Background: an optimization exercise with open tools, aiming at small area and a short achievable clock period. Do not read the settings as production practice.
RTL that was checked went through simulation tests only; none was proved equivalent to the original.
For run 2, only the layout was checked, not whether the RTL still works.
Power is estimated from default activity; no workload was simulated.

===== flow/run.sh =====
#!/bin/bash
# synth_recipe.tcl (not shown) runs the flow's synth.tcl, then flattens the netlist and writes it again
# the make line also repeats each setting of config.mk as NAME=value (left out here)
make -C /OpenROAD-flow-scripts/flow DESIGN_CONFIG=/design/flow/config.mk WORK_HOME=/design/flow/orfs CLKGATE_MAP_FILE= SYNTH_SCRIPT=/design/flow/synth_recipe.tcl finish

===== flow/config.mk =====
export PLATFORM = sky130hd
export DESIGN_NAME = pwl_func_mc
export DESIGN_NICKNAME = pwl_func_mc
export VERILOG_FILES = /design/flow/design.v
export SDC_FILE = /design/flow/constraint.sdc
export NUM_CORES = 4
export LEC_CHECK = 0
export CAP_MARGIN = 20
export CORE_MARGIN = 2
export CORE_UTILIZATION = 50
export CTS_BUF_LIST = sky130_fd_sc_hd__clkbuf_16
export CTS_CLUSTER_DIAMETER = 100
export CTS_CLUSTER_SIZE = 25
export PLACE_DENSITY = 0.65
export SETUP_SLACK_MARGIN = 4.2
export SLEW_MARGIN = 20

===== flow/constraint.sdc =====
create_clock -name core_clock -period 8.2 [get_ports {clk}]
set_input_delay 1.6400 -clock core_clock [delete_from_list [all_inputs] [get_ports {clk}]]
set_output_delay 1.6400 -clock core_clock [all_outputs]
set_load 0.01 [all_outputs]

===== flow/design.v =====
package pwl_func_pkg;
  localparam int SEG_BITS  = 4;
  localparam int FRAC_BITS = 8;
  localparam int N_SEG     = 1 << SEG_BITS;
  localparam int SPAN      = 1 << (SEG_BITS + FRAC_BITS);
  typedef enum logic {INIT = 1'b0, RUN = 1'b1} state_t;
  typedef enum logic {SEL_OFFSET = 1'b0, SEL_SLOPE = 1'b1} cfg_sel_t;
  function automatic logic signed [31:0] sat_to_out(input logic signed [31:0] v, input int ow);
    logic signed [31:0] hi, lo;
    hi = (32'sd1 <<< (ow - 1)) - 32'sd1;
    lo = -hi - 32'sd1;
    if (v > hi)      sat_to_out = hi;
    else if (v < lo) sat_to_out = lo;
    else             sat_to_out = v;
  endfunction
endpackage
module pwl_coef_ram #(
  parameter int CW = 18,
  parameter int NW = 64,
  parameter int NG = 2
) (
  input  logic             clk,
  input  logic             clr,
  input  logic [NW-1:0]    we_off,
  input  logic [NW-1:0]    we_slope,
  input  logic [CW-1:0]    wdata,
  input  logic [NW-1:0]    rsel_off,
  input  logic [NW-1:0]    rsel_slope,
  input  logic             fwd_off,
  input  logic             fwd_slope,
  input  logic [CW-1:0]    fdata,
  output logic [NG-1:0][CW-1:0] rd_off,
  output logic [NG-1:0][CW-1:0] rd_slope
);
  localparam int GW = NW / NG;
  logic [NW-1:0][CW-1:0] m_off, m_slope;
  logic [CW-1:0] wd;
  assign wd = clr ? '0 : wdata;
  always_ff @(posedge clk) begin
    for (int i = 0; i < NW; i++) begin
      if (clr | we_off[i])   m_off[i]   <= wd;
      if (clr | we_slope[i]) m_slope[i] <= wd;
    end
  end
  always_comb begin
    for (int g = 0; g < NG; g++) begin
      rd_off[g]   = (g == 0) ? (fdata & {CW{fwd_off}})   : '0;
      rd_slope[g] = (g == 0) ? (fdata & {CW{fwd_slope}}) : '0;
      for (int i = g * GW; i < (g + 1) * GW; i++) begin
        rd_off[g]   = rd_off[g]   | (m_off[i]   & {CW{rsel_off[i]}});
        rd_slope[g] = rd_slope[g] | (m_slope[i] & {CW{rsel_slope[i]}});
      end
    end
  end
endmodule
module pwl_func_mc #(
  parameter int N_CH       = 4,
  parameter int IN_WIDTH   = 16,
  parameter int SEG_BITS   = 4,
  parameter int FRAC_BITS  = 8,
  parameter int X_MIN      = -2048,
  parameter int COEF_WIDTH = 18,
  parameter int OUT_WIDTH  = 16
) (
  input  logic                  clk,
  input  logic                  rst,
  input  logic                  in_valid,
  output logic                  in_ready,
  input  logic [$clog2(N_CH)-1:0] in_ch,
  input  logic [IN_WIDTH-1:0]   in_,
  output logic                  out_valid,
  input  logic                  out_ready,
  output logic [$clog2(N_CH)-1:0] out_ch,
  output logic [OUT_WIDTH-1:0]  out,
  output logic [1:0]            out_flags,
  input  logic                  cfg_we,
  output logic                  cfg_ready,
  input  logic [$clog2(N_CH)-1:0] cfg_ch,
  input  logic                  cfg_sel,
  input  logic [SEG_BITS-1:0]   cfg_addr,
  input  logic [COEF_WIDTH-1:0] cfg_data
);
  localparam int CHW    = (N_CH > 1) ? $clog2(N_CH) : 1;
  localparam int AW     = CHW + SEG_BITS;
  localparam int NW     = 1 << AW;
  localparam int STAGES = 3;
  localparam int CW     = COEF_WIDTH;
  localparam int SW     = COEF_WIDTH + 1;           
  localparam int AccW   = SW + FRAC_BITS;           
  localparam int ND     = FRAC_BITS / 2;            
  localparam logic [0:0] ST_INIT = pwl_func_pkg::INIT;
  localparam logic [0:0] ST_RUN  = pwl_func_pkg::RUN;
  logic [0:0]          state;
  logic [SEG_BITS-1:0] cnt;
  logic                run, init, stall, in_fire;
  logic [STAGES:1]     vld_pipe;
  assign run   = (state == ST_RUN);
  assign init  = (state == ST_INIT);
  assign stall = vld_pipe[STAGES] & ~out_ready;
  assign in_ready  = run & ~stall;
  assign cfg_ready = run;
  assign out_valid = vld_pipe[STAGES];
  assign in_fire = in_valid & in_ready;
  always_ff @(posedge clk) begin
    if (rst) begin
      state <= ST_INIT;
      cnt   <= '0;
    end else if (init) begin
      cnt <= cnt + 1'b1;
      if (&cnt) state <= ST_RUN;
    end
  end
  always_ff @(posedge clk) begin
    if (rst)         vld_pipe <= '0;
    else if (!stall) vld_pipe <= {vld_pipe[STAGES-1:1], in_fire};
  end
  localparam int XW = SEG_BITS + FRAC_BITS;
  logic [SEG_BITS-1:0]  in_seg;
  logic [FRAC_BITS-1:0] in_frac;
  logic                 in_clamp, in_sgn;
  assign in_sgn   = in_[IN_WIDTH-1];
  assign in_clamp = (in_[IN_WIDTH-1:XW-1] != '0) & (in_[IN_WIDTH-1:XW-1] != '1);
  assign in_seg   = {~in_sgn, in_clamp ? {(SEG_BITS-1){~in_sgn}} : in_[FRAC_BITS +: SEG_BITS-1]};
  assign in_frac  = in_clamp ? {FRAC_BITS{~in_sgn}} : in_[FRAC_BITS-1:0];
  logic [ND-1:0] in_one, in_two, in_neg;
  logic          in_top;
  always_comb begin
    for (int i = 0; i < ND; i++) begin
      logic b2, b1, b0;
      b2 = in_frac[2*i+1];
      b1 = in_frac[2*i];
      b0 = (i == 0) ? 1'b0 : in_frac[2*i-1];
      in_one[i] = b1 ^ b0;
      in_two[i] = (b2 & ~b1 & ~b0) | (~b2 & b1 & b0);
      in_neg[i] = b2 & ~(b1 & b0);
    end
    in_top = in_frac[FRAC_BITS-1];
  end
  logic [NW-1:0] we_off, we_slope, rsel;
  localparam int NG = 2;                            
  logic [NG-1:0][CW-1:0] rd_off, rd_slope;
  logic [AW-1:0] cfg_a, in_a, s1_a;
  logic          cfg_w;
  assign cfg_a = {cfg_ch, cfg_addr};
  assign in_a  = {in_ch, in_seg};
  assign cfg_w = cfg_we & run;
  logic hit_in_off, hit_in_slope, hit_s1_off, hit_s1_slope;
  logic take_off, take_slope, en_off, en_slope;
  assign hit_in_off   = cfg_w & (cfg_a == in_a) & (cfg_sel != pwl_func_pkg::SEL_SLOPE);
  assign hit_in_slope = cfg_w & (cfg_a == in_a) & (cfg_sel == pwl_func_pkg::SEL_SLOPE);
  assign hit_s1_off   = cfg_w & (cfg_a == s1_a) & (cfg_sel != pwl_func_pkg::SEL_SLOPE);
  assign hit_s1_slope = cfg_w & (cfg_a == s1_a) & (cfg_sel == pwl_func_pkg::SEL_SLOPE);
  assign take_off     = stall | hit_in_off;
  assign take_slope   = stall | hit_in_slope;
  assign en_off       = ~stall | hit_s1_off;
  assign en_slope     = ~stall | hit_s1_slope;
  for (genvar w = 0; w < NW; w++) begin : g_w
    assign we_off[w]   = cfg_we & (cfg_a == AW'(w)) & (cfg_sel != pwl_func_pkg::SEL_SLOPE);
    assign we_slope[w] = cfg_we & (cfg_a == AW'(w)) & (cfg_sel == pwl_func_pkg::SEL_SLOPE);
    assign rsel[w]     = (in_a == AW'(w));
  end
  pwl_coef_ram #(.CW(CW), .NW(NW), .NG(NG)) u_ram (
    .clk(clk), .clr(init), .we_off(we_off), .we_slope(we_slope), .wdata(cfg_data),
    .rsel_off(rsel & {NW{~take_off}}), .rsel_slope(rsel & {NW{~take_slope}}),
    .fwd_off(take_off), .fwd_slope(take_slope), .fdata(cfg_data),
    .rd_off(rd_off), .rd_slope(rd_slope)
  );
  logic [CHW-1:0]  s1_ch, s2_ch;
  logic [NG-1:0][CW-1:0] s1_offp, s1_slopep;
  logic [CW-1:0]   s1_off, s1_slope;
  logic [ND-1:0]   s1_one, s1_two, s1_neg;
  logic            s1_top, s1_clamp, s2_clamp;
  assign s1_ch = s1_a[AW-1 -: CHW];
  always_comb begin
    s1_off   = '0;
    s1_slope = '0;
    for (int g = 0; g < NG; g++) begin
      s1_off   = s1_off   | s1_offp[g];
      s1_slope = s1_slope | s1_slopep[g];
    end
  end
  always_ff @(posedge clk) begin
    if (!stall) begin
      s1_a     <= in_a;
      s1_one   <= in_one;
      s1_two   <= in_two;
      s1_neg   <= in_neg;
      s1_top   <= in_top;
      s1_clamp <= in_clamp;
    end
    if (en_off)   s1_offp   <= rd_off;
    if (en_slope) s1_slopep <= rd_slope;
  end
  localparam int RW = CW + 1;
  function automatic logic [AccW-1:0] booth_row(input logic [CW-1:0] s, input logic one,
                                                input logic two, input logic neg);
    logic [RW-1:0] m;
    m = one ? {s[CW-1], s} : (two ? {s, 1'b0} : '0);
    booth_row = AccW'({~(m[RW-1] ^ neg), m[RW-2:0] ^ {(RW-1){neg}}});
  endfunction
  logic [AccW-1:0] r [6];
  logic [AccW-1:0] e0;
  logic [CW-1:0]   g;
  always_comb begin
    e0 = booth_row(s1_slope, s1_one[0], s1_two[0], s1_neg[0]);
    r[0] = AccW'(e0[RW-2:0]);
    r[0][RW-1] = ~e0[RW-1];
    r[0][RW]   = ~e0[RW-1];
    r[0][RW+1] = e0[RW-1];
    r[0][RW+2] = 1'b1;
    r[0][RW+4] = 1'b1;
    r[0][RW+6] = 1'b1;
    for (int i = 1; i < ND; i++) begin
      r[i] = booth_row(s1_slope, s1_one[i], s1_two[i], s1_neg[i]) << (2*i);
      r[i][2*(i-1)] = s1_neg[i-1];
    end
    g = s1_slope & {CW{s1_top}};
    r[ND] = AccW'({~g[CW-1], g[CW-2:0]}) << FRAC_BITS;
    r[ND][2*(ND-1)] = s1_neg[ND-1];
    r[ND+1] = AccW'({~s1_off[CW-1], s1_off[CW-2:0]}) << FRAC_BITS;
  end
  function automatic logic [2*AccW-1:0] csa(input logic [AccW-1:0] a, input logic [AccW-1:0] b,
                                            input logic [AccW-1:0] c);
    logic [AccW-1:0] s, cy;
    s  = a ^ b ^ c;
    cy = ((a & b) | (a & c) | (b & c)) << 1;
    csa = {cy, s};
  endfunction
  logic [AccW-1:0] sa, ca, sb, cb, sc, cc, sd, cd;
  assign {ca, sa} = csa(r[0], r[1], r[2]);
  assign {cb, sb} = csa(r[3], r[4], r[5]);
  assign {cc, sc} = csa(sa, ca, sb);
  assign {cd, sd} = csa(sc, cc, cb);
  logic [AccW-1:0] s2_ps, s2_pc;
  always_ff @(posedge clk) begin
    if (!stall) begin
      s2_ps    <= sd;
      s2_pc    <= cd;
      s2_ch    <= s1_ch;
      s2_clamp <= s1_clamp;
    end
  end
  logic [AccW-1:0]    acc;
  logic [SW-1:0]      sum;
  logic signed [31:0] clip;
  logic               sat;
  assign acc  = s2_ps + s2_pc;
  assign sum  = acc[FRAC_BITS +: SW];
  assign clip = pwl_func_pkg::sat_to_out(32'($signed(sum)), OUT_WIDTH);
  assign sat  = (clip != 32'($signed(sum)));
  always_ff @(posedge clk) begin
    if (!stall) begin
      out       <= clip[OUT_WIDTH-1:0];
      out_ch    <= s2_ch;
      out_flags <= {sat, s2_clamp};
    end
  end
endmodule

==> metrics.csv, run 1 <==
metric;value;unit
status;no timing/DRC/antenna violations;
slowest_delay;0.65;ns
overflow;0;
critPathKind;primary input to flip-flop;
ir_worst_vdd;0.186;mV
dpl.cell_count;7854;
viasPerCell;7.09;
cpMostUsedCell;buf_4;
drc_errors;0;
maxSlewHeadroom;15.4;%
p_leak;40.0;nW
holdPathStages;0;
port_buffers;70;
nets;5738;
clk_pin_slew_worst_paths;0.09;ns
clock_path_buffers;3;
yosysUniqueCellTypes;75;
antenna_left;0;
fin_crit;4.09;ns
yosysSeqAreaShare;78.3;%
antenna_found_initial;13;
grt_pass1_wl;415000;um
cp_max_fo;27;
cp-start-kind;primary input;
ys_ff_latch;2474;
synth_largest_area_cell;edfxtp_1;
min_period_over_period;49.9;%
rows;159;
finalSetupViolCount;0;
synth_edf_count;2466;
initial_utilization;50.4;%
finalPower;21.9;mW
core;188000;sq um
dieHeight;439;um
synth.area.top_cells;edfxtp_1 (78%), a22oi_1 (5.3%), a22o_1 (1.8%);
clock_skew;0.0564;ns
crit_chain;buf_4 > clkinvlp_4 > buf_4 > nor3_2 > buf_4 > nand2_1 > o22ai_1 > nand2_1 > nand3_1;
drive_above_1_share;12.2;%
cts_sinks;2474;
rr_worst_depth;9;
whs;0.435;ns
syn-num-nets;5643;
synth_top_cell_area_share;78.1;%
synthArstFlopShare;0;%
synthToLayoutAreaGrowth;10.6;%
wl_per_cell;37.8;um
dieArea;193000;sq um
netlist_instances;5490;
worstPathRequired;8.88;ns
synthTopCellsByCount;edfxtp_1 (2466), a22oi_1 (669), o21ai_0 (257);
yosys_warnings;3;
first_pass_iters;11;
routed_wl;307000;um
hp-class;flip-flop to flip-flop;
die_w;439;um
fmax;244;MHz
finalNonFillerCells;8120;
syn-cell-area;94800;sq um
worstSetupEndpointType;flip-flop;
fill_cells;14247;
io-pin-count;71;
grt_pass1_vias;53636;
vias;57532;
place.gp.congestion;0.942;
cap_viol_max_count;0;
drt_iter0_drc;10721;
numCtsBuffers;110;
critPathBufInv;4;
worstPathArrival;4.77;ns
cp_num_cells;9;
clk_latency;0.82;ns
htree_levels;3;
clockRootBuffer;clkbuf_16;
grt_setup_unrepaired;yes;
grt_max_degree;103;
slowest_stage;nand2_1;
finalHoldViolations;0;
hpwl;160000;um
crit_family;buffers and inverters;
p_per_area;209;nW/um^2
track_usage;30.5;%
tightestPinTransition;1.27;ns
syn_avg_cell_area;17.3;sq um
slew_viol_final;0;
synthMostInstantiatedCell;edfxtp_1;
finalSetupTns;0;ns
cts_tree;done;
synth_ff_type;edfxtp_1;
sequential cells by signal (all words and copies together) (netlist names):
signal,cells
s2_pc,23
vld_pipe,3
s2_ch,2
s1_two,4
s1_slopep,36
out_ch,2
cnt,4
s1_offp,36
s1_a,6
state,1
s2_ps,24
s1_one,4
out,16
s1_neg,4
s2_clamp,1
u_ram.m_off,1152
s1_top,1
u_ram.m_slope,1152
out_flags,2
s1_clamp,1
routing by layer:
layer,up-vias,part of all wire (%),track usage (%)
met5,-,0.0039,0
met2,4516,45,47.0
li1,22703,-,-
met4,2,5.0,12.5
met3,662,14,6.87
met1,29649,36,42.4
path summary, 6_finish.rpt:
kind | start | to | slack (ns)
max | in_[15] | s1_offp[33] | 4.11
min | s1_clamp | s2_clamp | 0.43
max reg2reg | s1_one[3] | s2_ps[10] | 4.37
min reg2reg | s1_clamp | s2_clamp | 0.43
cells in the final DEF (no fill, tap or decap), types with 10 or more instances in the layout:
cell	instances
edfxtp_1	2466
a22oi_1	668
a22o_1	197
buf_4	190
a221oi_1	185
nand2_1	159
nand3_1	157
o21ai_0	123
nand4_1	119
clkbuf_16	117
inv_1	105
a222oi_1	96
xnor2_1	75
o21ai_2	69
fa_1	69
o21ai_4	63
a21oi_1	61
clkdlybuf4s50_1	58
nor2_1	48
buf_12	48
or2_2	43
ha_1	35
buf_6	30
nor3_1	26
xor2_1	25
a31oi_1	25
and2_1	23
and3_1	21
and2_4	19
nor4_4	15
diode_2	14
o211ai_1	14
nor2b_1	14
mux2i_1	11
or3_1	10
o22ai_1	10
bufbuf_16	10
worst reg2reg max path: cells and delay by family, from the launching register on:
kind | cells | cell delay (ns)
and+or+nand+nor | 1 | 0.71
AOI/OAI and AO/OA | 1 | 0.11
buffers and inverters | 3 | 0.40
DFF | 1 | 0.71
adders and majority gates | 3 | 1.46
xor gates and xnor gates | 1 | 0.18
power by group:
part / switching (mW) / internal, mW
combinational: 1.06 / 0.642
clock: 3.77 / 2.50
sequential: 0.0738 / 13.9
total: 4.90 / 17.0
repair_timing:
action	4_1_cts	5_1_grt
hold buffers	0	0
resized for setup	81	57
gates cloned	7	11
setup endpoints to repair	632	353
setup buffers	66	30
pin swaps	36	24
final cells by class:
cell class	instances	area [sq um]	area share, %
Clock inverter	25	203	0.193
Inverter	95	377	0.359
Tap cell	2495	3120	2.98
Antenna cell	14	35.0	0.0334
Timing Repair inverter	1	8.76	0.00835
Sequential cell	2474	74200	70.8
Multi-Input combinational cell	2549	20200	19.2
Timing Repair Buffer	354	3890	3.71
Clock buffer	113	2830	2.70
metrics by stage:
| stage | util (%) | setup WS (ns) | area, sq um |
|---|---|---|---|
| after floorplan | - | 3.73 | 94800 |
| after global placement | 53.1 | 1.80 | 99800 |
| after detailed placement | 53.1 | 1.69 | 99800 |
| after CTS | 55.4 | 4.10 | 104000 |
| after global routing | 55.8 | 4.11 | 105000 |
| final | 55.8 | 4.11 | 105000 |
kinds of logic (layout without fill, tap and decap cells):
logic type,after synthesis,in the layout,synth area share (%)
AOI/OAI and AO/OA,1619,1620,12.8
xor gates and xnor gates,100,100,0.924
adders and majority gates,105,105,1.93
buffers and inverters,469,588,1.98
DFF,2474,2474,78.3
muxes,18,18,0.199
other,0,14,0
and+or+nand+nor,705,706,3.90
==> run 2, diff against run 1 <==
--- a/flow/design.v
+++ b/flow/design.v
@@ -97,7 +97,8 @@
   assign run   = (state == ST_RUN);
   assign init  = (state == ST_INIT);
   assign stall = vld_pipe[STAGES] & ~out_ready;
-  assign in_ready  = run & ~stall;
+  logic rdy_idle;
+  assign in_ready  = rdy_idle | (run & out_ready);
   assign cfg_ready = run;
   assign out_valid = vld_pipe[STAGES];
   assign in_fire = in_valid & in_ready;
@@ -113,6 +114,10 @@
   always_ff @(posedge clk) begin
     if (rst)         vld_pipe <= '0;
     else if (!stall) vld_pipe <= {vld_pipe[STAGES-1:1], in_fire};
+  end
+  always_ff @(posedge clk) begin
+    if (rst) rdy_idle <= 1'b0;
+    else     rdy_idle <= (run | (init & (&cnt))) & (stall ? ~vld_pipe[STAGES] : ~vld_pipe[STAGES-1]);
   end
   localparam int XW = SEG_BITS + FRAC_BITS;
   logic [SEG_BITS-1:0]  in_seg;
--- a/flow/config.mk
+++ b/flow/config.mk
@@ -12,5 +12,5 @@
 export CTS_CLUSTER_DIAMETER = 100
 export CTS_CLUSTER_SIZE = 25
 export PLACE_DENSITY = 0.65
-export SETUP_SLACK_MARGIN = 4.2
+export SETUP_SLACK_MARGIN = 4.45
 export SLEW_MARGIN = 20
==> metrics.csv, run 2 <==
metric;value;unit
status;no timing/DRC/antenna violations;
syn-cell-area;94600;sq um
clk_pin_slew_worst_paths;0.10;ns
place.gp.congestion;0.923;
crit_path_start;in_[11];
drive_above_1_share;16.4;%
cap_viol_max_count;0;
finalSetupViolCount;0;
final_common_cell;edfxtp_1;
cts_tree;done;
ir_worst_vdd;0.174;mV
nets;5836;
grt_setup_unrepaired;yes;
vias;58365;
rrSetupSlack;4.52;ns
core;188000;sq um
synthArstFlopShare;0;%
dieHeight;439;um
drc_errors;0;
yosysSeqAreaShare;78.5;%
yosys_warnings;3;
numCtsBuffers;111;
track_usage;31.8;%
final_cell_mix;edfxtp_1 (2466), a22oi_1 (545), buf_4 (248);
synthToLayoutAreaGrowth;13.3;%
finalHoldViolations;0;
io-pin-count;71;
yosysUniqueCellTypes;74;
syn_avg_cell_area;17.4;sq um
rows;159;
syn-num-nets;5601;
antenna_left;0;
cp-endpoint;s1_offp[12];
cts_sinks;2475;
synthMostInstantiatedCell;edfxtp_1;
clock_path_buffers;3;
hp-class;flip-flop to flip-flop;
finalSetupTns;0;ns
viasPerCell;7.11;
worst_r2r_endpoint;u_ram.m_slope[160];
rr_worst_depth;3;
worstSetupEndpointType;flip-flop;
grt_pass1_wl;429000;um
reg_top3;u_ram.m_off x1152, u_ram.m_slope x1152;
fmax;241;MHz
pwr-share-seq;63.7;%
slew_viol_final;0;
critPathKind;primary input to flip-flop;
p_sw;4.85;mW
maxSlewHeadroom;16.3;%
antenna_found_initial;21;
overflow;0;
swShare;22.1;%
grt_max_degree;100;
synth_edf_count;2466;
min_period_over_period;50.5;%
fin_util;57.1;%
comb_power_share;7.5;%
fin_crit;4.14;ns
drt_iter0_drc;11471;
synthTopCellsByCount;edfxtp_1 (2466), a22oi_1 (561), clkbuf_1 (276);
clk_latency;0.81;ns
die_w;439;um
synth_largest_area_cell;edfxtp_1;
ys_ff_latch;2475;
tightestPinTransition;1.26;ns
finalPower;21.9;mW
routed_wl;316000;um
synth_top_cell_area_share;78.3;%
whs;0.432;ns
worstPathRequired;8.74;ns
worstPathArrival;4.68;ns
port_buffers;70;
p_int;17.1;mW
netlist_instances;5448;
clock_skew;0.0493;ns
fill_cells;13938;
synth_ff_type;edfxtp_1;
p_per_area;205;nW/um^2
p_leak;40.8;nW
cp-start-kind;primary input;
pwr-share-clk;28.7;%
hpwl;168000;um
clockRootBuffer;clkbuf_16;
initial_utilization;50.4;%
synth.area.top_cells;edfxtp_1 (78%), a22oi_1 (4.5%), a221oi_1 (2.1%);
first_pass_iters;19;
grt_pass1_vias;53910;
r2r_start;state;
wl_per_cell;38.6;um
dieArea;193000;sq um
cp_max_fo;86;
htree_levels;3;
[run 2: how the worst min path moves through the flow]
| stage | start | to | cells after the start |
|---|---|---|---|
| 3_5_place_dp | s2_clamp | out_flags[0] | 0 |
| 2_1_floorplan | s2_ch[0] | out_ch[0] | 0 |
| 5_1_grt | s2_clamp | out_flags[0] | 0 |
| 3_3_place_gp | s2_clamp | out_flags[0] | 0 |
| 6_report | s2_clamp | out_flags[0] | 0 |
| 4_1_cts | s2_clamp | out_flags[0] | 0 |
[run 2: kinds of logic after synthesis]
| logic type | after synthesis | synth area share (%) |
|---|---|---|
| flip-flops | 2475 | 78.5 |
| AO/OA/AOI/OAI | 1586 | 12.7 |
| AND/OR/NAND/NOR | 707 | 3.82 |
| buffers and inverters | 450 | 1.83 |
| XOR/XNOR | 108 | 1.00 |
| adder cells (fa/ha/maj) | 105 | 1.94 |
| multiplexers | 17 | 0.191 |
[run 2: stage by stage]
stage / instances / setup slack [ns] / area, sq um
after floorplan: 5448 / 4.00 / 94900
after global placement: 7850 / 1.91 / 99900
after detailed placement: 7852 / 2.01 / 100000
after CTS: 8123 / 4.28 / 105000
after global routing: 8202 / 4.23 / 107000
final: 8207 / 4.06 / 107000
[run 2: layout make-up]
| cell class | instances | area [sq um] | share of cell area [%] |
|---|---|---|---|
| clock inverter | 16 | 181 | 0.169 |
| antenna | 13 | 32.5 | 0.0304 |
| sequential | 2475 | 74200 | 69.3 |
| tap | 2495 | 3120 | 2.91 |
| timing repair buffer | 470 | 5480 | 5.12 |
| multi-input combinational | 2531 | 20900 | 19.5 |
| inverter | 94 | 360 | 0.336 |
| clock buffer | 113 | 2830 | 2.64 |
[run 2: worst max-delay path, cell delays in order]
cell       delay, ns
buf_6           0.11
and4_4          0.24
buf_4           0.17
nand3_4         0.20
nor2_4          0.10
buf_12          0.20
a222oi_1        0.50
nand3_1         0.16
a221oi_2        0.38
o2bb2ai_1       0.13
a211oi_1        0.23
nand3_1         0.11
[run 2: power groups by stage]
stage / Sequential, mW / Clock [mW] / Combinational [mW]
2_1_floorplan: 14.2 / 0 / 0.965
3_3_place_gp: 14.3 / 0 / 1.43
3_5_place_dp: 14.3 / 0 / 1.45
4_1_cts: 14.0 / 6.31 / 1.55
5_1_grt: 14.0 / 6.69 / 1.81
6_report: 14.0 / 6.29 / 1.65
[run 2: repair_timing]
action                      CTS  global route
setup buffers               124            56
gates resized for setup     189           156
gates cloned                 18            13
hold buffers                  0             0
setup endpoints to repair  1077           520
pin swaps                    73            85
[run 2: routing by layer]
metal | global-route usage, % | up-vias | routed length [um]
li1 | - | 22835 | -
met1 | 44.3 | 29691 | 113000
met2 | 47.0 | 5017 | 140000
met3 | 8.24 | 816 | 45700
met4 | 14.9 | 6 | 17600
met5 | 0 | - | 42
==> run 3, diff against run 2 <==
--- a/flow/design.v
+++ b/flow/design.v
@@ -99,7 +99,7 @@
   assign stall = vld_pipe[STAGES] & ~out_ready;
   logic rdy_idle;
   assign in_ready  = rdy_idle | (run & out_ready);
-  assign cfg_ready = run;
+  assign cfg_ready = run_o;
   assign out_valid = vld_pipe[STAGES];
   assign in_fire = in_valid & in_ready;
   always_ff @(posedge clk) begin
@@ -110,6 +110,11 @@
       cnt <= cnt + 1'b1;
       if (&cnt) state <= ST_RUN;
     end
+  end
+  logic run_o;
+  always_ff @(posedge clk) begin
+    if (rst)                run_o <= 1'b0;
+    else if (init & (&cnt)) run_o <= 1'b1;
   end
   always_ff @(posedge clk) begin
     if (rst)         vld_pipe <= '0;
--- a/flow/config.mk
+++ b/flow/config.mk
@@ -12,5 +12,5 @@
 export CTS_CLUSTER_DIAMETER = 100
 export CTS_CLUSTER_SIZE = 25
 export PLACE_DENSITY = 0.65
-export SETUP_SLACK_MARGIN = 4.45
+export SETUP_SLACK_MARGIN = 4.8
 export SLEW_MARGIN = 20
==> metrics.csv, run 3 <==
metric;value;unit
core;188000;sq um
wl_per_cell;42.9;um
hpwl;169000;um
synth.area.top_cells;edfxtp_1 (78%), a22oi_1 (4.2%), a221oi_1 (2.0%);
drive_above_1_share;21.7;%
synth_top_cell_area_share;78.1;%
htree_levels;3;
r2r_start;s2_ps[6];
syn-num-nets;5576;
synth_edf_count;2466;
clockRootBuffer;clkbuf_16;
hp-class;flip-flop to flip-flop;
cts_tree;done;
dieHeight;439;um
fill_cells;13164;
fin_util;59.7;%
clock_skew;0.0546;ns
min_period_over_period;46.3;%
yosys_warnings;3;
dieArea;193000;sq um
ir_worst_vdd;0.179;mV
cts_sinks;2476;
fmax;263;MHz
worstSetupEndpointType;flip-flop;
synthToLayoutAreaGrowth;18.5;%
postCtsHoldBufs;0;
status;no timing/DRC/antenna violations;
die_w;439;um
finalHoldViolations;0;
whs;0.429;ns
netlist_instances;5423;
cp-start-kind;primary input;
crit_path_start;in_[9];
grt_setup_unrepaired;yes;
antenna_found_initial;43;
synthMostInstantiatedCell;edfxtp_1;
ys_ff_latch;2476;
clk_pin_slew_worst_paths;0.10;ns
finalSetupTns;0;ns
track_usage;35.8;%
worstPathRequired;8.79;ns
io-pin-count;71;
drc_errors;0;
fin_crit;3.80;ns
synthArstFlopShare;0;%
yosysSeqAreaShare;78.3;%
routed_wl;363000;um
first_pass_iters;9;
tightestPinTransition;1.15;ns
reg_top3;u_ram.m_off x1152, u_ram.m_slope x1152;
p_per_area;197;nW/um^2
yosysUniqueCellTypes;77;
syn_avg_cell_area;17.5;sq um
clk_latency;0.85;ns
finalSetupViolCount;0;
grt_max_degree;112;
clock_path_buffers;3;
antenna_left;0;
p_leak;43.4;nW
cp_max_fo;75;
synthTopCellsByCount;edfxtp_1 (2466), a22oi_1 (525), o21ai_0 (243);
synth_ff_type;edfxtp_1;
cap_viol_max_count;0;
grt_pass1_wl;473000;um
slew_viol_final;0;
critPathKind;primary input to flip-flop;
place.gp.congestion;0.934;
overflow;0;
maxSlewHeadroom;23.6;%
rows;159;
drt_iter0_drc;13986;
syn-cell-area;94800;sq um
nets;6061;
final_cell_mix;edfxtp_1 (2466), a22oi_1 (505), buf_4 (320);
synth_largest_area_cell;edfxtp_1;
vias;62681;
holdPathStages;0;
port_buffers;70;
viasPerCell;7.40;
rr_worst_depth;13;
grt_pass1_vias;56197;
initial_utilization;50.4;%
final_common_cell;edfxtp_1;
worstHoldStart;s2_clamp;
worstPathArrival;4.38;ns
numCtsBuffers;110;
[run 3: cell types whose count changed after synthesis, moves of 12 or more]
cell      previous run  this run
clkbuf_1           276       193
buf_2               35       114
a22oi_1            561       525
o21ai_0            217       243
nand3_1            139       160
nor2_1             106        86
a222oi_1            94       113
o22ai_1             21         5
buf_4                0        15
nand2_1            173       159
a221o_1             11        24
a221oi_1           230       218
mux2i_1              9        21
[run 3: worst max-delay path: stages]
cell and delay (ns):
buf_16 0.12, buf_12 0.14, nand2b_4 0.14, buf_12 0.13, buf_4 0.13, nor4_4 0.05, buf_12 0.19, a22o_1 0.41
a221oi_2 0.17, nand4_1 0.29, a22oi_2 0.29, o21ai_0 0.13, a311o_1 0.28
[run 3: cells by family after synthesis]
kind of cell	share of synthesized area [%]
AND/OR/NAND/NOR	3.77
flip-flops	78.3
buffers and inverters	1.99
adder cells (fa/ha/maj)	1.93
multiplexers	0.448
AO/OA/AOI/OAI	12.5
XOR/XNOR	0.970
[run 3: through the flow]
step           power [mW]  worst slack [ns]  cell area (sq um)  instances
2_1_floorplan        15.2              4.36              95700       5423
3_3_place_gp         15.6              2.35             100000       7803
3_5_place_dp         15.7              2.22             100000       7804
4_1_cts              21.9              4.54             110000       8321
5_1_grt              22.6              4.47             112000       8435
6_report             22.1              4.40             112000       8469
[run 3: path summary, 6_finish.rpt]
path / end / slack, ns
setup reg to reg: out_flags[1] / 4.83
hold reg to reg: out_flags[0] / 0.43
setup / recovery: s1_offp[7] / 4.40
hold / removal: out_flags[0] / 0.43
[run 3: what timing repair did]
item | 4_1_cts | 5_1_grt
hold endpoints to repair | 0 | 0
resized for setup | 439 | 192
pin swaps | 199 | 132
buffers inserted | 322 | 83
setup endpoints to repair | 3363 | 1488
gates cloned | 62 | 19
[run 3: power by group]
part           internal [mW]  switching (mW)
logic                  0.723            1.02
clock network           2.50            3.86
registers               13.9          0.0726
[run 3: per-layer routing]
layer,vias to the layer above,GRT usage (%),share of wire (%)
li1,23377,-,-
met1,31273,46.4,33
met2,6539,51.0,42
met3,1462,12.6,16
met4,30,23.6,8.4
met5,-,0.422,0.12
[run 3: area by class of cell]
| cell class | instances | area, sq um | share of cell area, % |
|---|---|---|---|
| repair buffers | 718 | 9730 | 8.66 |
| repair inverters | 2 | 32.5 | 0.0290 |
| diodes | 45 | 113 | 0.100 |
| inverters | 90 | 375 | 0.334 |
| flip-flops and latches | 2476 | 74300 | 66.1 |
| well taps | 2495 | 3120 | 2.78 |
| clock buffers | 112 | 2800 | 2.50 |
| multi-input cells | 2510 | 21700 | 19.3 |
| clock inverters | 21 | 175 | 0.156 |
==> run 4, diff against run 3 <==
--- a/flow/config.mk
+++ b/flow/config.mk
@@ -12,5 +12,5 @@
 export CTS_CLUSTER_DIAMETER = 100
 export CTS_CLUSTER_SIZE = 25
 export PLACE_DENSITY = 0.65
-export SETUP_SLACK_MARGIN = 4.8
+export SETUP_SLACK_MARGIN = 4.55
 export SLEW_MARGIN = 20
==> metrics.csv, run 4 <==
metric;value;unit
status;no timing/DRC/antenna violations;
dpl.cell_count;7843;
hpwl;171000;um
fin_crit;3.94;ns
final_cell_mix;edfxtp_1 (2466), a22oi_1 (520), buf_4 (289);
routed_wl;328000;um
synth_top_cell_area_share;78.1;%
pwr-share-seq;64.1;%
min_period_over_period;48.0;%
core;188000;sq um
initial_utilization;50.4;%
overflow;0;
cts_tree;done;
drive_above_1_share;16.5;%
fin_util;57.0;%
p_sw;4.83;mW
yosysUniqueCellTypes;77;
clock_path_buffers;3;
cts_sinks;2476;
antenna_left;0;
swShare;22.2;%
synthTopCellsByCount;edfxtp_1 (2466), a22oi_1 (525), o21ai_0 (243);
pwr-share-clk;28.9;%
synth_edf_count;2466;
io-pin-count;71;
postCtsHoldBufs;0;
finalNonFillerCells;8225;
track_usage;32.6;%
rrSetupSlack;4.57;ns
ys_ff_latch;2476;
critPathKind;primary input to flip-flop;
dieArea;193000;sq um
viasPerCell;7.17;
worstPathRequired;8.76;ns
p_int;17.0;mW
whs;0.437;ns
reg_top3;u_ram.m_off x1152, u_ram.m_slope x1152;
finalPower;21.8;mW
syn-num-nets;5576;
die_w;439;um
clk_pin_slew_worst_paths;0.10;ns
grt_setup_unrepaired;yes;
synth.area.top_cells;edfxtp_1 (78%), a22oi_1 (4.2%), a221oi_1 (2.0%);
first_pass_iters;9;
synthToLayoutAreaGrowth;13.1;%
tightestPinTransition;1.27;ns
nets;5837;
p_per_area;203;nW/um^2
cp-start-kind;primary input;
drc_errors;0;
yosysSeqAreaShare;78.3;%
finalSetupTns;0;ns
antenna_found_initial;34;
comb_power_share;7.1;%
clockRootBuffer;clkbuf_16;
htree_levels;3;
grt_max_degree;98;
wl_per_cell;39.9;um
syn_avg_cell_area;17.5;sq um
rows;159;
drt_iter0_drc;11858;
grt_pass1_wl;438000;um
synthMostInstantiatedCell;edfxtp_1;
clk_latency;0.81;ns
place.gp.congestion;0.919;
port_buffers;70;
yosys_warnings;3;
fmax;254;MHz
numCtsBuffers;110;
clock_skew;0.0565;ns
maxSlewHeadroom;15.1;%
grt_pass1_vias;54589;
cp_max_fo;36;
netlist_instances;5423;
slew_viol_final;0;
synth_largest_area_cell;edfxtp_1;
finalSetupViolCount;0;
syn-cell-area;94800;sq um
dieHeight;439;um
finalHoldViolations;0;
p_leak;41.1;nW
synthArstFlopShare;0;%
vias;58971;
cap_viol_max_count;0;
worstPathArrival;4.50;ns
worstSetupEndpointType;flip-flop;
synth_ff_type;edfxtp_1;
hp-class;flip-flop to flip-flop;
ir_worst_vdd;0.174;mV
final_common_cell;edfxtp_1;
==> run 4: cell counts after synthesis <==
Identical to the previous run, type by type.
==> run 4: power groups by stage <==
stage	clock, mW	sequential [mW]	combinational [mW]
final	6.29	14.0	1.54
after detailed placement	0	14.3	1.42
after floorplan	0	14.2	0.910
after global routing	6.66	14.0	1.68
after CTS	6.28	14.0	1.49
after global placement	0	14.2	1.39
==> run 4: layer usage <==
layer	GRT usage, %	vias to the layer above	part of all wire [%]	wire length [um]
met4	17.8	24	6.6	21600
met2	49.5	5209	45	147000
met1	43.4	29931	34	111000
li1	-	22843	-	-
met3	8.15	964	14	47500
met5	0	-	0.10	344
==> run 4: metrics by stage <==
stage,instance area [sq um],worst slack [ns]
5_1_grt,107000,4.37
6_report,107000,4.26
3_5_place_dp,100000,2.28
4_1_cts,106000,4.50
2_1_floorplan,95200,4.07
3_3_place_gp,100000,2.09
==> run 4: repair_timing <==
action,CTS,global route
endpoints found under the setup margin,1324,597
resized for setup,182,116
cloned,21,13
pin swaps,71,67
buffers inserted,130,59
==> run 4: worst max-delay path: stages <==
cell and delay [ns]:
clkdlybuf4s15_2 0.24, nand4_4 0.23, buf_4 0.17, nor4_4 0.04
buf_4 0.18, buf_12 0.16, a22o_1 0.38, a221o_1 0.31
a221oi_2 0.28, o22ai_1 0.16, a222oi_1 0.34, nand4_1 0.13
==> run 4: path summary, 6_finish.rpt <==
| path | depth (start not counted) | endpoint | start |
|---|---|---|---|
| max reg2reg | 3 | u_ram.m_slope[676] | state |
| max | 12 | s1_slopep[2] | in_[13] |
| min | 0 | out_ch[0] | s2_ch[0] |
| min reg2reg | 0 | out_ch[0] | s2_ch[0] |
==> run 4: final cells by class <==
type	instances	area, sq um
tap	2495	3120
inverter	90	367
clock inverter	25	199
clock buffer	111	2780
multi-input combinational	2507	20700
timing repair buffer	499	5710
sequential	2476	74300
fill	14023	80800
antenna	22	55.1
==> run 4: kinds of logic after synthesis <==
logic type	after synthesis	synth area share (%)
fa+ha+maj	105	1.93
buf+inv	449	1.99
compound gates	1564	12.5
simple gates	686	3.77
flops	2476	78.3
xor+xnor	105	0.970
mux	38	0.448
==> run 5, diff against run 4 <==
--- a/flow/design.v
+++ b/flow/design.v
@@ -24,11 +24,7 @@
   input  logic [NW-1:0]    we_off,
   input  logic [NW-1:0]    we_slope,
   input  logic [CW-1:0]    wdata,
-  input  logic [NW-1:0]    rsel_off,
-  input  logic [NW-1:0]    rsel_slope,
-  input  logic             fwd_off,
-  input  logic             fwd_slope,
-  input  logic [CW-1:0]    fdata,
+  input  logic [NW-1:0]    rsel,
   output logic [NG-1:0][CW-1:0] rd_off,
   output logic [NG-1:0][CW-1:0] rd_slope
 );
@@ -44,11 +40,11 @@
   end
   always_comb begin
     for (int g = 0; g < NG; g++) begin
-      rd_off[g]   = (g == 0) ? (fdata & {CW{fwd_off}})   : '0;
-      rd_slope[g] = (g == 0) ? (fdata & {CW{fwd_slope}}) : '0;
+      rd_off[g]   = '0;
+      rd_slope[g] = '0;
       for (int i = g * GW; i < (g + 1) * GW; i++) begin
-        rd_off[g]   = rd_off[g]   | (m_off[i]   & {CW{rsel_off[i]}});
-        rd_slope[g] = rd_slope[g] | (m_slope[i] & {CW{rsel_slope[i]}});
+        rd_off[g]   = rd_off[g]   | (m_off[i]   & {CW{rsel[i]}});
+        rd_slope[g] = rd_slope[g] | (m_slope[i] & {CW{rsel[i]}});
       end
     end
   end
@@ -171,9 +167,7 @@
   end
   pwl_coef_ram #(.CW(CW), .NW(NW), .NG(NG)) u_ram (
     .clk(clk), .clr(init), .we_off(we_off), .we_slope(we_slope), .wdata(cfg_data),
-    .rsel_off(rsel & {NW{~take_off}}), .rsel_slope(rsel & {NW{~take_slope}}),
-    .fwd_off(take_off), .fwd_slope(take_slope), .fdata(cfg_data),
-    .rd_off(rd_off), .rd_slope(rd_slope)
+    .rsel(rsel), .rd_off(rd_off), .rd_slope(rd_slope)
   );
   logic [CHW-1:0]  s1_ch, s2_ch;
   logic [NG-1:0][CW-1:0] s1_offp, s1_slopep;
@@ -198,8 +192,10 @@
       s1_top   <= in_top;
       s1_clamp <= in_clamp;
     end
-    if (en_off)   s1_offp   <= rd_off;
-    if (en_slope) s1_slopep <= rd_slope;
+    for (int g = 0; g < NG; g++) begin
+      if (en_off)   s1_offp[g]   <= take_off   ? ((g == 0) ? cfg_data : '0) : rd_off[g];
+      if (en_slope) s1_slopep[g] <= take_slope ? ((g == 0) ? cfg_data : '0) : rd_slope[g];
+    end
   end
   localparam int RW = CW + 1;
   function automatic logic [AccW-1:0] booth_row(input logic [CW-1:0] s, input logic one,
==> metrics.csv, run 5 <==
metric;value;unit
nets;5606;
clock_path_buffers;3;
antenna_left;0;
grt_max_degree;99;
die_w;437;um
finalPower;21.8;mW
hpwl;170000;um
rows;158;
track_usage;31.8;%
cap_viol_max_count;0;
fmax;263;MHz
io-pin-count;71;
finalNonFillerCells;7982;
finalSetupViolCount;0;
slew_viol_final;0;
cts_sinks;2476;
fin_util;56.9;%
synth_edf_count;2466;
critPathKind;primary input to flip-flop;
vias;56581;
worst_slack;4.40;ns
synth_fa_ha_area_share;1.95;%
yosys_warnings;3;
syn_avg_cell_area;18.2;sq um
grt_pass1_vias;53107;
viasPerCell;7.09;
place.gp.congestion;0.891;
cts_tree;done;
wl_per_cell;38.8;um
synth_top_cell_area_share;79.0;%
p_per_area;207;nW/um^2
antenna_found_initial;26;
reg_top3;u_ram.m_off x1152, u_ram.m_slope x1152;
worstPathRequired;8.65;ns
port_buffers;70;
synthToLayoutAreaGrowth;12.7;%
core;186000;sq um
synth_simple_gate_area_share;3.65;%
finalHoldViolations;0;
postCtsHoldBufs;0;
hp-class;flip-flop to flip-flop;
synth_largest_area_cell;edfxtp_1;
first_pass_iters;9;
clk_pin_slew_worst_paths;0.09;ns
routed_wl;310000;um
drive_above_1_share;17.2;%
synth.area.top_cells;edfxtp_1 (79%), a22oi_1 (3.3%), a221oi_1 (2.8%);
maxSlewHeadroom;23.2;%
fin_crit;3.80;ns
syn-num-nets;5291;
min_period_over_period;46.4;%
drc_errors;0;
clk_latency;0.81;ns
final_common_cell;edfxtp_1;
grt_setup_unrepaired;yes;
dp_slack;2.22;ns
numCtsBuffers;109;
htree_levels;3;
synth-xor-area-share;1.02;%
initial_utilization;50.4;%
worstSetupEndpointType;flip-flop;
synthTopCellsByCount;edfxtp_1 (2466), a22oi_1 (411), a221oi_1 (301);
worstPathArrival;4.25;ns
synthArstFlopShare;0;%
netlist_instances;5138;
syn-cell-area;93700;sq um
overflow;0;
yosysUniqueCellTypes;74;
dieArea;191000;sq um
clockRootBuffer;clkbuf_16;
rrSetupSlack;4.68;ns
drt_iter0_drc;10851;
cp-start-kind;primary input;
synthMostInstantiatedCell;edfxtp_1;
p_leak;40.5;nW
synth_ff_type;edfxtp_1;
finalSetupTns;0;ns
grt_pass1_wl;424000;um
ys_ff_latch;2476;
ir_worst_vdd;0.198;mV
clock_skew;0.0398;ns
tightestPinTransition;1.15;ns
final_cell_mix;edfxtp_1 (2466), a22oi_1 (407), buf_4 (305);
dpl.cell_count;7595;
synth_top_family_by_area;compound AO/OA/AOI/OAI gates;
status;no timing/DRC/antenna violations;
synth_compound_area_share;12.3;%
yosysSeqAreaShare;79.2;%
dieHeight;437;um
synthMuxAreaShare;0.0427;%
cp_max_fo;18;
[run 5: cell types whose count changed in the layout (fill, tap and decap cells not counted), sizes merged, moves of 19 or more]
cell and delta:
nand2 -92, a22oi -114, nand3 -80, nor3 +41, a221o -24, a221oi +84, o21ai -62, and3 -21
nand4 +61, a21oi -34, a31oi -19, a22o +83, nor2 +32, a222oi +26
[run 5: final timing paths]
kind                        end  cells past startpoint        start
max reg2reg        out_flags[1]                     14    s2_pc[14]
max          u_ram.m_slope[473]                      5  cfg_addr[1]
min                out_flags[0]                      0     s2_clamp
min reg2reg        out_flags[0]                      0     s2_clamp
[run 5: area by class of cell]
cell class | count | area (sq um)
multi-input cells | 2277 | 19700
repair buffers | 498 | 5240
inverters | 91 | 348
clock buffers | 112 | 2800
diodes | 21 | 52.6
clock inverters | 27 | 148
fillers | 13743 | 80200
well taps | 2480 | 3100
flip-flops and latches | 2476 | 74300
[run 5: what timing repair did]
action                     in CTS  in global routing
setup buffers                 177                 37
setup endpoints to repair    1441               1175
hold endpoints to repair        0                  0
pin swaps                     111                 43
resized for setup             175                 90
cloned                         11                  0
[run 5: cells by family (layout without fill, tap and decap cells)]
logic type      Yosys count  after routing
mux                       4              4
buf+inv                 391            728
flops                  2476           2476
xor+xnor                108            108
simple gates            611            617
compound gates         1443           1443
other cells               0             21
fa+ha+maj               105            105
[run 5: per-stage QoR]
stage / cell area, sq um / hold slack (ns)
2_1_floorplan: 93900 / 0.400
5_1_grt: 106000 / 0.431
6_report: 106000 / 0.429
3_3_place_gp: 99000 / 0.406
4_1_cts: 105000 / 0.428
3_5_place_dp: 99100 / 0.405
[run 5: where the power goes]
group          switching [mW]  total, mW  internal [mW]  leakage (nW)
Combinational           0.916       1.63          0.710          8.64
Clock                    3.75       6.21           2.46          1.52
Sequential             0.0992       14.0           13.9          30.4
Total                    4.76       21.8           17.1          40.5
[run 5: per-layer routing]
| metal | routed length (um) | global-route usage (%) |
|---|---|---|
| met1 | 108000 | 43.4 |
| met4 | 20500 | 18.2 |
| met5 | 82 | 0 |
| met3 | 43500 | 7.34 |
| met2 | 138000 | 47.3 |
[run 5: worst max-delay path: stages]
cell	delay (ns)
clkdlybuf4s50_1	0.75
nor2b_1	0.45
nand2_1	0.61
o21ai_2	0.31
buf_4	0.45
==> run 6, diff against run 5 <==
==> flow/flow/run.sh (new file) <==
#!/bin/bash
# Layout: the standard ORFS flow (standard.sh, unchanged synthesis and
# steps), except that the port buffers that global placement inserts are
# buf_4 cells instead of buffer_ports' default pick, a slow delay cell that
# the resizer often leaves on input paths. Every port still gets its buffer.
# ORFS's full output goes to orfs_flow.log in this folder.
set -euo pipefail
export BUFFER_PORTS_ARGS="-buffer_cell sky130_fd_sc_hd__buf_4"
bash standard.sh > orfs_flow.log 2>&1
==> flow/standard.sh (new file) <==
#!/bin/bash
# synth_recipe.tcl (not shown) runs the flow's synth.tcl, then flattens the netlist and writes it again
# the make line also repeats each setting of config.mk as NAME=value (left out here)
make -C /OpenROAD-flow-scripts/flow DESIGN_CONFIG=/design/flow/config.mk WORK_HOME=/design/flow/orfs CLKGATE_MAP_FILE= SYNTH_SCRIPT=/design/flow/synth_recipe.tcl "${@:-finish}"
--- a/flow/config.mk
+++ b/flow/config.mk
@@ -12,5 +12,5 @@
 export CTS_CLUSTER_DIAMETER = 100
 export CTS_CLUSTER_SIZE = 25
 export PLACE_DENSITY = 0.65
-export SETUP_SLACK_MARGIN = 4.55
+export SETUP_SLACK_MARGIN = 4.4
 export SLEW_MARGIN = 20
removed: flow/run.sh
==> metrics.csv, run 6 <==
metric;value;unit
status;no timing/DRC/antenna violations;
synthArstFlopShare;0;%
fill_cells;13988;
port_buffers;70;
synth_ff_type;edfxtp_1;
synth_top_cell_area_share;79.0;%
synthToLayoutAreaGrowth;10.4;%
pwr-share-seq;64.7;%
routed_wl;311000;um
slowest_delay;0.52;ns
slew_viol_final;0;
drc_errors;0;
first_pass_iters;8;
cp_max_fo;27;
final_cell_mix;edfxtp_1 (2466), a22oi_1 (410), buf_4 (341);
ys_ff_latch;2476;
synthTopCellsByCount;edfxtp_1 (2466), a22oi_1 (411), a221oi_1 (301);
tightestPinTransition;1.35;ns
cp-start-kind;primary input;
syn-num-nets;5291;
track_usage;32.0;%
fin_crit;3.86;ns
clockRootBuffer;clkbuf_16;
viasPerCell;7.16;
wl_per_cell;39.6;um
synth_largest_area_cell;edfxtp_1;
slowest_stage;nor2_4;
nets;5489;
synth.area.top_cells;edfxtp_1 (79%), a22oi_1 (3.3%), a221oi_1 (2.8%);
p_int;16.9;mW
pwr-share-clk;28.9;%
reg_top3;u_ram.m_off x1152, u_ram.m_slope x1152;
synthMostInstantiatedCell;edfxtp_1;
worstSetupEndpointType;flip-flop;
drt_iter0_drc;11450;
drive_above_1_share;15.5;%
dieArea;191000;sq um
finalSetupTns;0;ns
clock_path_buffers;3;
hpwl;175000;um
worstPathArrival;4.52;ns
core;186000;sq um
clk_pin_slew_worst_paths;0.09;ns
worstHoldStart;s2_clamp;
netlist_instances;5138;
swShare;21.7;%
r2r_start;s2_ps[5];
postCtsHoldBufs;0;
rr_worst_depth;13;
grt_pass1_vias;52130;
initial_utilization;50.4;%
fmax;259;MHz
crit_chain;buf_4 > nor4_4 > buf_12 > nand3_2 > nor2_4 > buf_6 > a22o_1 > a221oi_1 > nand4_1 > nor3_1 > a21oi_1;
critPathKind;primary input to flip-flop;
finalHoldViolations;0;
hp-class;flip-flop to flip-flop;
syn-cell-area;93700;sq um
comb_power_share;6.5;%
clock_skew;0.0412;ns
maxSlewHeadroom;10.1;%
yosysSeqAreaShare;79.2;%
multi_input_area;19400;sq um
yosysUniqueCellTypes;74;
finalNonFillerCells;7874;
worstPathRequired;8.85;ns
grt_max_degree;102;
numCtsBuffers;109;
htree_levels;3;
p_per_area;209;nW/um^2
grt_pass1_wl;424000;um
vias;56374;
antenna_found_initial;38;
p_leak;39.6;nW
synth_edf_count;2466;
cts_tree;done;
rows;158;
clk_latency;0.83;ns
cap_viol_max_count;0;
place.gp.congestion;0.895;
p_sw;4.70;mW
antenna_left;0;
min_period_over_period;47.1;%
ir_worst_vdd;0.202;mV
syn_avg_cell_area;18.2;sq um
holdPathStages;0;
final_common_cell;edfxtp_1;
overflow;0;
io-pin-count;71;
yosys_warnings;3;
crit_path_start;in_[12];
grt_setup_unrepaired;yes;
cts_sinks;2476;
die_w;437;um
register_area;74300;sq um
finalSetupViolCount;0;
dpl.cell_count;7580;
dieHeight;437;um
## run 6: changes by cell type in the layout (fill, tap and decap cells not counted), moves of 8 or more
cell / change
buf_12: -67
buf_4: +36
buf_6: -11
clkdlybuf4s50_1: -56
diode_2: +11
ha_4: -8
nand2_1: +12
nand2_2: -9
nand3_1: +10
o21ai_2: -9
o21ai_4: +8
## run 6: power groups by stage
| stage | registers (mW) | logic, mW | clock network (mW) |
|---|---|---|---|
| floorplan | 14.2 | 0.912 | 0 |
| global placement | 14.3 | 1.31 | 0 |
| detailed placement | 14.3 | 1.32 | 0 |
| CTS | 14.0 | 1.38 | 6.22 |
| global route | 14.0 | 1.56 | 6.62 |
| finish | 14.0 | 1.40 | 6.24 |
## run 6: stage by stage
step                setup slack, ns  util [%]  instance area (sq um)  hold WS [ns]  total power, mW
floorplan                      4.02         -                  93800         0.400             15.2
global placement               2.78      53.2                  98800         0.404             15.6
detailed placement             2.80      53.2                  98900         0.407             15.6
CTS                            4.41      55.3                 103000         0.429             21.6
global route                   4.29      55.6                 103000         0.439             22.2
finish                         4.34      55.7                 103000         0.429             21.6
## run 6: what timing repair did
item | in CTS | in global routing
endpoints found under the setup margin | 100 | 63
setup buffers | 77 | 36
pin swaps | 38 | 16
gates resized for setup | 26 | 29
gates cloned | 8 | 0
## run 6: final timing paths
check                                    end  slack, ns
worst max register to register  out_flags[1]       4.53
worst max-delay path            s1_slopep[2]       4.34
worst min-delay path            out_flags[0]       0.43
worst min register to register  out_flags[0]       0.43
## run 6: layout make-up
cell class / count / share of cell area [%]
clock inverter: 26 / 0.186
multi-input combinational: 2279 / 18.8
timing repair buffer: 379 / 3.14
antenna: 32 / 0.0774
tap: 2480 / 3.00
clock buffer: 111 / 2.69
inverter: 91 / 0.334
sequential: 2476 / 71.8
## run 6: cells by family (layout without fill, tap and decap cells)
family                   after synthesis  count (layout)  share of synthesized area (%)
other                                  0              32                              0
adder cells (fa/ha/maj)              105             105                           1.95
AND/OR/NAND/NOR                      611             617                           3.65
multiplexers                           4               4                         0.0427
AO/OA/AOI/OAI                       1443            1445                           12.3
buffers and inverters                391             607                           1.82
XOR/XNOR                             108             108                           1.02
flip-flops                          2476            2476                           79.2
## run 6: metal layers
layer  up-vias  wire [um]  GRT usage [%]
met5         -        263              0
met4        18      18400           17.1
met3       811      45600           8.30
met2      4993     137000           46.8
met1     28704     110000           44.1
li1      21848          -              -
## run 6: worst max-delay path: cells and delay by family
family / cells / cell delay, ns
buf+inv: 3 / 0.78
compound gates: 3 / 0.44
simple gates: 5 / 1.60
==> run 7, diff against run 6 <==
--- a/flow/config.mk
+++ b/flow/config.mk
@@ -12,5 +12,6 @@
 export CTS_CLUSTER_DIAMETER = 100
 export CTS_CLUSTER_SIZE = 25
 export PLACE_DENSITY = 0.65
-export SETUP_SLACK_MARGIN = 4.4
+export SETUP_SLACK_MARGIN = 4.55
 export SLEW_MARGIN = 20
+export TNS_END_PERCENT = 30
==> metrics.csv, run 7 <==
metric;value;unit
status;no timing/DRC/antenna violations;
fin_crit;3.76;ns
synth_ff_type;edfxtp_1;
cp_max_fo;18;
finalPower;21.5;mW
antenna_found_initial;30;
cap_viol_max_count;0;
rrSetupSlack;4.47;ns
tightestPinTransition;1.22;ns
slew_viol_final;0;
htree_levels;3;
synth.area.top_cells;edfxtp_1 (79%), a22oi_1 (3.3%), a221oi_1 (2.8%);
worst_r2r_endpoint;u_ram.m_off[915];
multi_input_area;19600;sq um
clk_pin_slew_worst_paths;0.09;ns
min_period_over_period;45.8;%
r2r_start;state;
rr_worst_depth;3;
yosys_warnings;3;
drc_errors;0;
pwr-share-seq;65.0;%
clk_latency;0.80;ns
fill_cells;13987;
io-pin-count;71;
synth_largest_area_cell;edfxtp_1;
final_common_cell;edfxtp_1;
hpwl;172000;um
p_int;16.9;mW
reg_top3;u_ram.m_off x1152, u_ram.m_slope x1152;
synth_edf_count;2466;
fmax;266;MHz
clock_skew;0.0296;ns
core;186000;sq um
grt_setup_unrepaired;yes;
syn-num-nets;5291;
ir_worst_vdd;0.205;mV
hp-class;flip-flop to flip-flop;
port_buffers;70;
synthArstFlopShare;0;%
cp-endpoint;u_ram.m_off[219];
maxSlewHeadroom;18.5;%
synthMostInstantiatedCell;edfxtp_1;
routed_wl;311000;um
vias;55975;
pwr-share-clk;28.6;%
clockRootBuffer;clkbuf_16;
ys_ff_latch;2476;
finalHoldViolations;0;
drt_iter0_drc;11374;
antenna_left;0;
dieArea;191000;sq um
finalSetupViolCount;0;
worstPathRequired;8.60;ns
place.gp.congestion;0.911;
nets;5483;
grt_max_degree;104;
initial_utilization;50.4;%
p_leak;39.6;nW
yosysUniqueCellTypes;74;
clock_path_buffers;3;
crit_path_start;cfg_addr[0];
cp-start-kind;primary input;
p_per_area;208;nW/um^2
viasPerCell;7.13;
yosysSeqAreaShare;79.2;%
grt_pass1_wl;419000;um
wl_per_cell;39.6;um
overflow;0;
p_sw;4.64;mW
synthToLayoutAreaGrowth;10.5;%
critPathKind;primary input to flip-flop;
comb_power_share;6.4;%
grt_pass1_vias;51603;
first_pass_iters;10;
numCtsBuffers;109;
swShare;21.6;%
synthTopCellsByCount;edfxtp_1 (2466), a22oi_1 (411), a221oi_1 (301);
final_cell_mix;edfxtp_1 (2466), a22oi_1 (410), buf_4 (307);
dieHeight;437;um
rows;158;
netlist_instances;5138;
worstSetupEndpointType;flip-flop;
synth_top_cell_area_share;79.0;%
cts_tree;done;
register_area;74300;sq um
die_w;437;um
drive_above_1_share;15.8;%
track_usage;31.7;%
syn_avg_cell_area;18.2;sq um
finalSetupTns;0;ns
cts_sinks;2476;
postCtsHoldBufs;0;
syn-cell-area;93700;sq um
worstPathArrival;4.16;ns
==> run 7: changes by cell type in the layout (fill, tap and decap cells not counted), moves of 7 or more <==
cell,before,now
buf_4,341,307
buf_6,14,26
diode_2,32,21
nor3_1,43,35
buf_12,16,23
==> run 7: worst max-delay path: stages <==
cell,delay (ns)
buf_4,0.16
nor2_1,0.24
nand3_1,0.81
o21ai_4,1.29
==> run 7: power by group through the flow <==
| stage | registers (mW) | logic [mW] | clock network (mW) |
|---|---|---|---|
| after CTS | 14.0 | 1.34 | 6.13 |
| after global routing | 14.0 | 1.53 | 6.50 |
| after detailed placement | 14.3 | 1.30 | 0 |
| after global placement | 14.3 | 1.28 | 0 |
| final | 14.0 | 1.38 | 6.15 |
| after floorplan | 14.2 | 0.912 | 0 |
==> run 7: layout make-up <==
| type | count | area share (%) |
|---|---|---|
| timing repair buffer | 369 | 3.21 |
| clock inverter | 18 | 0.114 |
| multi-input combinational | 2283 | 18.9 |
| tap | 2480 | 3.00 |
| sequential | 2476 | 71.7 |
| antenna | 21 | 0.0508 |
| inverter | 91 | 0.335 |
| clock buffer | 109 | 2.63 |
==> run 7: worst min-delay path by stage <==
stage	start	to	slack, ns	cells after the start
after CTS	s1_clamp	s2_clamp	0.44	0
after global placement	s2_ch[1]	out_ch[1]	0.41	0
after detailed placement	s2_ch[1]	out_ch[1]	0.41	0
final	s2_clamp	out_flags[0]	0.44	0
after global routing	s1_clamp	s2_clamp	0.44	0
after floorplan	s2_ch[0]	out_ch[0]	0.40	0
==> run 7: logic make-up after synthesis <==
family | count (synthesis) | share of synthesized area, %
buffers and inverters | 391 | 1.82
adders and majority gates | 105 | 1.95
and+or+nand+nor | 611 | 3.65
muxes | 4 | 0.0427
AOI/OAI and AO/OA | 1443 | 12.3
DFF | 2476 | 79.2
xor gates and xnor gates | 108 | 1.02
==> run 7: per-stage QoR <==
step	area, sq um	hold slack (ns)	instances	worst slack [ns]	util, %
after floorplan	93800	0.400	5138	4.06	-
after global placement	98700	0.405	7563	2.76	53.1
after detailed placement	98800	0.411	7566	2.63	53.2
after CTS	103000	0.442	7789	4.32	55.3
after global routing	104000	0.437	7842	4.35	55.7
final	104000	0.440	7847	4.44	55.7
==> run 7: metal layers <==
metal	part of all wire, %	track usage, %	vias up
met5	0.030	0	-
met4	5.3	15.4	12
met3	15	9.21	725
met2	44	46.6	4979
met1	35	43.5	28429
li1	-	-	21830
==> run 7: timing repair <==
action                     4_1_cts  5_1_grt
setup endpoints to repair      121      259
buffers inserted                86       29
gates cloned                    10        5
resized for setup               63       73
pin swaps                       49       28
==> run 8, diff against run 7 <==
--- a/flow/config.mk
+++ b/flow/config.mk
@@ -14,4 +14,3 @@
 export PLACE_DENSITY = 0.65
 export SETUP_SLACK_MARGIN = 4.55
 export SLEW_MARGIN = 20
-export TNS_END_PERCENT = 30
==> metrics.csv, run 8 <==
metric;value;unit
status;no timing/DRC/antenna violations;
dieHeight;437;um
synthArstFlopShare;0;%
fin_crit;3.70;ns
finalPower;21.6;mW
worst_slack;4.50;ns
port_buffers;70;
crit_chain;buf_4 > nor2_1 > nand3_2 > nor2_4 > buf_4 > a222oi_1 > nand3_1 > nor3_2 > a21oi_1;
slowest_delay;0.66;ns
cpMostUsedCell;buf_4;
clock_path_buffers;3;
io-pin-count;71;
first_pass_iters;7;
critPathBufInv;2;
track_usage;31.4;%
rr_worst_depth;14;
rows;158;
cp_max_fo;36;
yosys_warnings;3;
maxSlewHeadroom;19.6;%
tightestPinTransition;1.20;ns
routed_wl;307000;um
worstSetupEndpointType;flip-flop;
p_leak;39.6;nW
syn-num-nets;5291;
hp-class;flip-flop to flip-flop;
final_cell_mix;edfxtp_1 (2466), a22oi_1 (410), buf_4 (347);
holdPathStages;0;
initial_utilization;50.4;%
reg_top3;u_ram.m_off x1152, u_ram.m_slope x1152;
clockRootBuffer;clkbuf_16;
fmax;270;MHz
grt_pass1_vias;51755;
drt_iter0_drc;10436;
grt_max_degree;129;
cp-start-kind;primary input;
antenna_left;0;
die_w;437;um
synth_ff_type;edfxtp_1;
fill_cells;14072;
netlist_instances;5138;
clk_pin_slew_worst_paths;0.10;ns
dp_slack;2.68;ns
antenna_found_initial;16;
finalSetupViolCount;0;
synth-xor-area-share;1.02;%
nets;5502;
worstPathArrival;4.35;ns
synth_largest_area_cell;edfxtp_1;
finalHoldViolations;0;
slew_viol_final;0;
drive_above_1_share;15.8;%
finalSetupTns;0;ns
grt_use_met1;42.5;%
synth.area.top_cells;edfxtp_1 (79%), a22oi_1 (3.3%), a221oi_1 (2.8%);
clock_skew;0.0319;ns
place.gp.congestion;0.889;
drc_errors;0;
viasPerCell;7.06;
wl_per_cell;39.0;um
yosysSeqAreaShare;79.2;%
synthTopCellsByCount;edfxtp_1 (2466), a22oi_1 (411), a221oi_1 (301);
gr-usage-met3;6.16;%
synth_compound_area_share;12.3;%
crit_family;simple AND/OR/NAND/NOR gates;
overflow;0;
synthMostInstantiatedCell;edfxtp_1;
core;186000;sq um
ys_ff_latch;2476;
cts_tree;done;
p_per_area;209;nW/um^2
cts_sinks;2476;
grt_setup_unrepaired;yes;
whs;0.432;ns
final_common_cell;edfxtp_1;
critPathKind;primary input to flip-flop;
synth_top_cell_area_share;79.0;%
syn-cell-area;93700;sq um
synth_simple_gate_area_share;3.65;%
gr-usage-met2;48.1;%
synth_top_family_by_area;compound AO/OA/AOI/OAI gates;
slowest_stage;buf_4;
yosysUniqueCellTypes;74;
grt_pass1_wl;418000;um
synth_fa_ha_area_share;1.95;%
cap_viol_max_count;0;
dieArea;191000;sq um
synth_edf_count;2466;
synthToLayoutAreaGrowth;10.4;%
numCtsBuffers;109;
vias;55532;
ir_worst_vdd;0.248;mV
min_period_over_period;45.1;%
cp_num_cells;9;
htree_levels;3;
synthMuxAreaShare;0.0427;%
hpwl;169000;um
clk_latency;0.80;ns
syn_avg_cell_area;18.2;sq um
worstPathRequired;8.85;ns
grt_busiest_layer;met2;
-- run 8: repair_timing --
action,4_1_cts,5_1_grt
hold buffers,0,0
buffers inserted,89,31
gates resized for setup,64,32
pin swaps,59,15
endpoints found under the setup margin,116,78
cloned,13,1
hold endpoints to repair,0,0
-- run 8: where the power goes --
group | total, mW | switching [mW] | internal, mW
logic | 1.47 | 0.894 | 0.576
clock network | 6.19 | 3.72 | 2.47
registers | 14.0 | 0.0714 | 13.9
-- run 8: cell type report --
class	count	area [sq um]	share of cell area, %
Sequential cell	2476	74300	71.8
Multi-Input combinational cell	2284	19500	18.8
Timing Repair Buffer	387	3280	3.17
Tap cell	2480	3100	3.00
Clock buffer	112	2800	2.71
Inverter	91	345	0.334
Clock inverter	26	146	0.142
Antenna cell	15	37.5	0.0363
-- run 8: per-stage QoR --
| stage | util, % | instances | area [sq um] |
|---|---|---|---|
| floorplan | - | 5138 | 93900 |
| global placement | 53.2 | 7581 | 98800 |
| detailed placement | 53.2 | 7581 | 98800 |
| CTS | 55.4 | 7821 | 103000 |
| global route | 55.7 | 7866 | 103000 |
| finish | 55.7 | 7871 | 103000 |
-- run 8: worst register-to-register path: cells and delay by family (launching register included) --
family | cells | cell delay (ns)
flip-flops | 1 | 0.39
adder cells (fa/ha/maj) | 2 | 0.63
buffers and inverters | 1 | 0.06
AND/OR/NAND/NOR | 5 | 1.27
AO/OA/AOI/OAI | 6 | 1.00
-- run 8: worst paths after layout --
| kind | startpoint | end | slack [ns] |
|---|---|---|---|
| max | in_ch[0] | s1_slopep[17] | 4.50 |
| min | s1_clamp | s2_clamp | 0.43 |
| max reg2reg | s2_pc[9] | out_flags[1] | 4.57 |
| min reg2reg | s1_clamp | s2_clamp | 0.43 |
-- run 8: layer usage --
metal | up-vias | part of all wire, %
li1 | 21877 | -
met1 | 28414 | 36
met2 | 4460 | 45
met3 | 773 | 13
met4 | 8 | 6.3
met5 | - | 0.018
-- run 8: cell families after synthesis --
logic type / Yosys count
DFF: 2476
adders and majority gates: 105
and+or+nand+nor: 611
xor gates and xnor gates: 108
muxes: 4
AOI/OAI and AO/OA: 1443
buffers and inverters: 391

## separate check: timing with driven ports
How much do the figures lean on ideal ports? The routed layouts below were timed once more, with nothing changed but the port constraints. Step 1 assumes that a clkbuf_16 drives the clock port and a buf_2 every other input. Step 2 moves the port delays by t, midway between the first and last clock arrival at a register: inputs arrive t later, outputs are due t later. That takes back most of the time a late clock gives input paths. Slacks: ideal ports / drivers / drivers and shift; pairs: ideal ports / drivers.
run | shift t [ns] | setup slack, ns | worst setup path after step 2 | clock arrival spread, ns | slew at the worst register clock pin (ns)
run 1 | 0.877 | 4.107 / 4.078 / 3.202 | input to register | 0.060 / 0.061 | 0.11 / 0.11
run 2 | 0.877 | 4.057 / 3.990 / 3.113 | input to register | 0.055 / 0.056 | 0.11 / 0.11
run 3 | 0.909 | 4.404 / 4.308 / 3.398 | input to register | 0.069 / 0.069 | 0.11 / 0.11
run 4 | 0.881 | 4.261 / 4.266 / 3.384 | input to register | 0.069 / 0.069 | 0.11 / 0.11
run 5 | 0.882 | 4.396 / 4.270 / 3.388 | input to register | 0.046 / 0.046 | 0.11 / 0.11
run 6 | 0.895 | 4.336 / 4.199 / 3.304 | input to register | 0.047 / 0.046 | 0.12 / 0.12
run 7 | 0.873 | 4.441 / 4.364 / 3.491 | input to register | 0.033 / 0.033 | 0.12 / 0.12
run 8 | 0.872 | 4.501 / 4.387 / 3.515 | input to register | 0.032 / 0.032 | 0.11 / 0.11
After both steps setup and hold are still met in every run listed. For run 6, which loses most, drivers alone change the setup slack by -0.137 ns; drivers and shift together by -1.032 ns.
